What follows belongs to an exercise in optimizing a design on an open flow for small area; a production flow would make more cautious choices. Function was checked by simulation only, so behaviour that the tests miss may differ from the original. The clock port is modelled as an ideal driver; clocking choices that lean on that would not hold on a real chip. Power figures rest on the tool's default switching activity, not on a simulated workload.

== lane 1 ==
==> flow/design.v (excerpt) <==
module data_memory #(
  parameter int unsigned DATA_WIDTH = 32,
  parameter int unsigned ADDR_WIDTH = 6,
  parameter int unsigned DEPTH      = 2 ** ADDR_WIDTH
) (
  input  logic                  clk,
  input  logic                  rst,
  input  logic                  ce,
  input  logic                  we,
  input  logic [ADDR_WIDTH-1:0] address,
  input  logic [DATA_WIDTH-1:0] dataIn,
  output logic [DATA_WIDTH-1:0] dataOut
);
  localparam int unsigned NTERM = DEPTH + 1;
  localparam int unsigned NGRP  = (NTERM + 2) / 3;   
  localparam int unsigned NLAST = NTERM - 3 * (NGRP - 1);
  logic [DATA_WIDTH-1:0] mem [DEPTH];
  logic [DEPTH-1:0]      valid;
  logic rd, wr;
  assign rd = ce && !we;
  assign wr = ce && we && !rst;
  logic [3*NGRP-1:0]            tsel;
  logic [DATA_WIDTH-1:0]        tdat [3*NGRP];
  always_comb begin
    for (int i = 0; i < 3 * NGRP; i++) begin
      tsel[i] = 1'b0;
  ...
Size in the first run: ~3,400 cells after synthesis, about 2,100 flip-flops, ~74 I/O pins, ~0.074 sq mm of cells after synthesis.
clock: 5.0 ns
lec_check: 0
cap_margin: 10
core_margin: 2
core_utilization: 65
cts_buf_list: sky130_fd_sc_hd__clkbuf_16
cts_cluster_diameter: 80
cts_cluster_size: 26
slew_margin: 10
synth_hierarchical: 1
synth_minimum_keep_size: 0
standard.sh (not shown) runs the stock make flow with config.mk's settings and CLKGATE_MAP_FILE= SYNTH_SCRIPT=/design/flow/synth_recipe.tcl, a recipe that flattens the netlist after the stock synthesis.
==> flow/flow/run.sh <==
#!/bin/bash
# The standard layout, with three changes: the clock tree is built without
# dummy loads (large sink clusters on clkbuf_16), and ports are buffered
# with buf_1, and gates off the critical paths are downsized after global routing. Every tool's output goes to the ORFS logs; make's own output
# goes to flow_make.log here.
set -euo pipefail
export CTS_ARGS="-sink_clustering_enable -repair_clock_nets -sink_clustering_size 26 -sink_clustering_max_diameter 80 -buf_list sky130_fd_sc_hd__clkbuf_16 -dont_use_dummy_load"
export BUFFER_PORTS_ARGS="-buffer_cell sky130_fd_sc_hd__buf_1"
export RECOVER_POWER=100
bash standard.sh finish > flow_make.log 2>&1
Final checks on lane 1, whose flow otherwise completed, came back failing, citing max-capacitance violations, max-slew violations.
[inputs] lane 2 vs lane 1
==> flow/flow/run.sh <==
#!/bin/bash
# The standard layout, with two changes: the clock tree is built without
# dummy loads (large sink clusters on clkbuf_16), and ports are buffered
# with buf_1. Every tool's output goes to the ORFS logs; make's own output
# goes to flow_make.log here.
set -euo pipefail
export CTS_ARGS="-sink_clustering_enable -repair_clock_nets -sink_clustering_size 26 -sink_clustering_max_diameter 80 -buf_list sky130_fd_sc_hd__clkbuf_16 -dont_use_dummy_load"
export BUFFER_PORTS_ARGS="-buffer_cell sky130_fd_sc_hd__buf_1"
bash standard.sh finish > flow_make.log 2>&1
==> run summary <==
- Lane 2 finished end to end and its layout was clean on timing, DRC and antenna.
- Lane 2 ends up with higher layout overhead on the synthesized area than lane 1 does.
- The total power of the final layout was comparable across lane 2 and lane 1.
- Lane 2: critical path depth 3 above lane 1
- Lane 2 — post-route cell area 680 sq um higher, lane 1 as reference
- Changes observed in lane 2 relative to lane 1: count of filler cells inserted in the layout shows a reduction of 144, setup slack shows an increase of 430 ps, sum of routed wire length over all layers shows no meaningful change, violation count after the first detailed-route iteration shows an increase of about 0.57%, top achievable clock speed shows an increase of 22 MHz.
- Looking at via count across both flows, lane 2 is the weaker of the two, with lane 1 ahead.

* * *

== xenon ==
The RTL this note starts from:
==> flow/design.v <==
module data_memory_aoi3 (
  input  logic s0, s1, s2,
  input  logic d0, d1, d2,
  output logic y_n
);
  assign y_n = ~((s0 & d0) | (s1 & d1) | (s2 & d2));
endmodule
module data_memory #(
  parameter int unsigned DATA_WIDTH = 32,
  parameter int unsigned ADDR_WIDTH = 6,
  parameter int unsigned DEPTH      = 2 ** ADDR_WIDTH
) (
  input  logic                  clk,
  input  logic                  rst,
  input  logic                  ce,
  input  logic                  we,
  input  logic [ADDR_WIDTH-1:0] address,
  input  logic [DATA_WIDTH-1:0] dataIn,
  output logic [DATA_WIDTH-1:0] dataOut
);
  localparam int unsigned NTERM = DEPTH + 1;
  localparam int unsigned NGRP  = (NTERM + 2) / 3;   
  localparam int unsigned NLAST = NTERM - 3 * (NGRP - 1);
  logic [DATA_WIDTH-1:0] mem [DEPTH];
  logic [DEPTH-1:0]      valid;
  logic rd, wr;
  assign rd = ce && !we;
  assign wr = ce && we && !rst;
  logic [3*NGRP-1:0]            tsel;
  logic [DATA_WIDTH-1:0]        tdat [3*NGRP];
  always_comb begin
    for (int i = 0; i < 3 * NGRP; i++) begin
      tsel[i] = 1'b0;
      tdat[i] = '0;
    end
    for (int i = 0; i < DEPTH; i++) begin
      tsel[i] = rd && valid[i] && (address == ADDR_WIDTH'(i));
      tdat[i] = mem[i];
    end
    tsel[DEPTH] = !rd;
    tdat[DEPTH] = dataOut;
  end
  logic [DATA_WIDTH-1:0] term_n [NGRP];
  for (genvar g = 0; g < NGRP; g++) begin : g_grp
    for (genvar b = 0; b < DATA_WIDTH; b++) begin : g_bit
      if (g < NGRP - 1 || NLAST == 3) begin : g_aoi3
        data_memory_aoi3 u_aoi (
          .s0(tsel[3*g]), .s1(tsel[3*g+1]), .s2(tsel[3*g+2]),
          .d0(tdat[3*g][b]), .d1(tdat[3*g+1][b]), .d2(tdat[3*g+2][b]),
          .y_n(term_n[g][b])
        );
      end else if (NLAST == 2) begin : g_aoi2
        assign term_n[g][b] = ~((tsel[3*g] & tdat[3*g][b]) | (tsel[3*g+1] & tdat[3*g+1][b]));
      end else begin : g_one
        assign term_n[g][b] = ~(tsel[3*g] & tdat[3*g][b]);
      end
    end
  end
  logic [DATA_WIDTH-1:0] dnext;
  always_comb begin
    dnext = '0;
    for (int g = 0; g < NGRP; g++) begin
      dnext = dnext | ~term_n[g];
    end
  end
  always_ff @(posedge clk) begin
    if (wr) begin
      mem[address] <= dataIn;
    end
  end
  always_ff @(posedge clk or posedge rst) begin
    if (rst) begin
      valid <= '0;
    end else if (wr) begin
      valid[address] <= 1'b1;
    end
  end
  always_ff @(posedge clk or posedge rst) begin
    if (rst) begin
      dataOut <= '0;
    end else begin
      dataOut <= dnext;
    end
  end
endmodule
Settings: LEC_CHECK=0, CAP_MARGIN=10, CORE_MARGIN=2, CORE_UTILIZATION=65, CTS_BUF_LIST=sky130_fd_sc_hd__clkbuf_16, CTS_CLUSTER_DIAMETER=80, CTS_CLUSTER_SIZE=26, SLEW_MARGIN=10, SYNTH_HIERARCHICAL=1, SYNTH_MINIMUM_KEEP_SIZE=0; clock period 5.0 ns.
==> flow/flow/run.sh <==
#!/bin/bash
# The standard layout, with three changes: the clock tree is built without
# dummy loads (large sink clusters on clkbuf_16); ports are buffered with
# buf_1; and after CTS, combinational cells are downsized where slack, slew
# and capacitance allow (flow/post_cts.tcl). Every tool's output goes to the
# ORFS logs; make's own output goes to flow_make.log here.
set -euo pipefail
here=$(pwd)
export CTS_ARGS="-sink_clustering_enable -repair_clock_nets -sink_clustering_size 26 -sink_clustering_max_diameter 80 -buf_list sky130_fd_sc_hd__clkbuf_16 -dont_use_dummy_load"
export BUFFER_PORTS_ARGS="-buffer_cell sky130_fd_sc_hd__buf_1"
export POST_CTS_TCL="$here/flow/post_cts.tcl"
bash standard.sh finish > flow_make.log 2>&1
==> flow/flow/downsize.tcl <==
# Downsize combinational cells to the smallest drive strength that keeps
# slack, slew and capacitance within limits. Flip-flops and the clock tree
# are left alone.
proc ds_area {lc} {
  set m [[ord::get_db] findMaster [get_name $lc]]
  return [expr {[$m getWidth] * [$m getHeight]}]
}
proc ds_ok {min_setup min_hold} {
  estimate_parasitics -placement
  if {[sta::max_slew_violation_count] > $::ds_slew0} { return 0 }
  if {[sta::max_capacitance_violation_count] > $::ds_cap0} { return 0 }
  if {[sta::worst_slack_cmd max] < $min_setup * 1e-9} { return 0 }
  if {[sta::worst_slack_cmd min] < $min_hold * 1e-9} { return 0 }
  return 1
}
proc downsize_all {min_setup min_hold} {
  estimate_parasitics -placement
  set ::ds_slew0 [sta::max_slew_violation_count]
  set ::ds_cap0 [sta::max_capacitance_violation_count]
  set saved 0
  set n 0
  foreach inst [get_cells *] {
    set m [[sta::sta_to_db_inst $inst] getMaster]
    set name [$m getName]
    if {![regexp {^sky130_fd_sc_hd__} $name]} continue
    if {[regexp {df|edf|dl|clkbuf|clkinv|tap|fill|decap|diode|conb} $name]} continue
    set lc [get_lib_cells $name]
    if {$lc eq ""} continue
    if {![regexp {^(sky130_fd_sc_hd__[a-z0-9]+)_([0-9]+)$} $name -> base drive]} continue
    if {[regexp {df|edf|dl|clkbuf|clkinv|tap|fill|decap|diode|conb} $base]} continue
    set a0 [ds_area $lc]
    set cands {}
    foreach c [get_lib_cells ${base}_*] {
      if {[regexp {lpflow|probe} [get_name $c]]} continue
      set a [ds_area $c]
      if {$a < $a0} { lappend cands [list $a [get_name $c]] }
    }
    if {$cands eq {}} continue
    foreach c [lsort -real -index 0 $cands] {
      set cn [lindex $c 1]
      replace_cell $inst $cn
      if {[ds_ok $min_setup $min_hold]} {
        set saved [expr {$saved + $a0 - [lindex $c 0]}]
        incr n
        break
      }
      replace_cell $inst $name
    }
  }
  puts "downsize: $n cells, [format %.1f [expr {$saved / 1e6}]] um2 saved"
}

==> flow/flow/post_cts.tcl <==
# Runs at the end of the CTS step (ORFS POST_CTS_TCL hook): downsize
# combinational cells that synthesis and repair made larger than needed,
# then repair any slew or capacitance the smaller cells leave short of the
# margins, and legalise the placement again.
source [file join [file dirname [info script]] downsize.tcl]
downsize_all 0.8 0.1
estimate_parasitics -placement
repair_design -slew_margin 10 -cap_margin 10 -match_cell_footprint
detailed_placement
check_placement -verbose
estimate_parasitics -placement
report_worst_slack -max
report_worst_slack -min
Setup changes, xenon to nickel
-- flow/flow/downsize.tcl --
<<< xenon, line 8
proc ds_ok {min_setup min_hold} {
  estimate_parasitics -placement
  if {[sta::max_slew_violation_count] > $::ds_slew0} { return 0 }
>>> nickel, line 8
proc ds_ok {min_setup min_hold} {
  if {[sta::max_slew_violation_count] > $::ds_slew0} { return 0 }
<<< xenon, line 51
}

>>> nickel, line 50
}
-- flow/flow/post_cts.tcl --
<<< xenon, line 5
source [file join [file dirname [info script]] downsize.tcl]
downsize_all 0.8 0.1
estimate_parasitics -placement
>>> nickel, line 5
source [file join [file dirname [info script]] downsize.tcl]
downsize_all 0.5 0.1
estimate_parasitics -placement
Results
The higher post-route fraction of the period consumed by the critical path came out of nickel.
xenon → nickel: share of the final layout cell area in sequential cells barely changed; final wirelength barely changed.
On detailed-routed wire length on met3, nickel tracks xenon almost exactly.
As far as post-route standard cell area excluding fillers is concerned, xenon and nickel perform about the same.
In nickel the implementation ran to completion but is not tape-out ready, as the final checks report setup timing.
diff inputs: nickel => yarrow
-- flow/flow/downsize.tcl --
<<< nickel, line 8
proc ds_ok {min_setup min_hold} {
  if {[sta::max_slew_violation_count] > $::ds_slew0} { return 0 }
>>> yarrow, line 8
proc ds_ok {min_setup min_hold} {
  estimate_parasitics -placement
  if {[sta::max_slew_violation_count] > $::ds_slew0} { return 0 }
<<< nickel, line 50
}
>>> yarrow, line 51
}

Notes after the runs:
yarrow: all stages complete, timing, DRC and antenna checks passed. As far as clock-cell share of area is concerned, yarrow and nickel perform about the same. Relative to nickel, the achievable frequency measured on yarrow has increased by a few percent. Diff nickel..yarrow | count of vias placed by the detailed router | negligible. Row share of the cycle needed by the critical path after routing: yarrow lower / nickel higher. Met2 routing resource usage after global routing: yarrow vs nickel, no meaningful difference.

==> re-timing with driven ports <==
No port has a modelled driver above. Below, the same layouts with a new extraction and two added sets of constraints.
Step 1: set_driving_cell puts a clkbuf_16 on clk and a buf_2 on each other input, an assumption about the parent block.
Step 2 adds t to the input delays and takes it off the output delays; t is the mean of the earliest and latest rising clock arrival at the registers after step 1. Input paths then give back, and output paths get back, about the clock's delay inside the block.
a / b / c = ideal / step 1 / step 2; a / b = the first two.
| run | t, ns | setup slack, ns | slew at the worst register clock pin (ns) | worst slew at a driven data input, ns |
|---|---|---|---|---|
| lane 1 | 0.784 | 0.322 / 0.260 / -0.524 | 0.11 / 0.11 | 0.14 |
| lane 2 | 0.791 | 0.752 / 0.747 / -0.044 | 0.11 / 0.11 | 0.12 |
| xenon | 0.786 | 0.515 / 0.493 / -0.294 | 0.11 / 0.11 | 0.13 |
| nickel | 0.789 | -0.026 / -0.034 / -0.823 | 0.11 / 0.11 | 0.13 |
| yarrow | 0.787 | 0.156 / 0.144 / -0.644 | 0.11 / 0.11 | 0.13 |
For lane 1, which loses most, drivers alone change the setup slack by -0.062 ns; drivers and shift together by -0.846 ns.
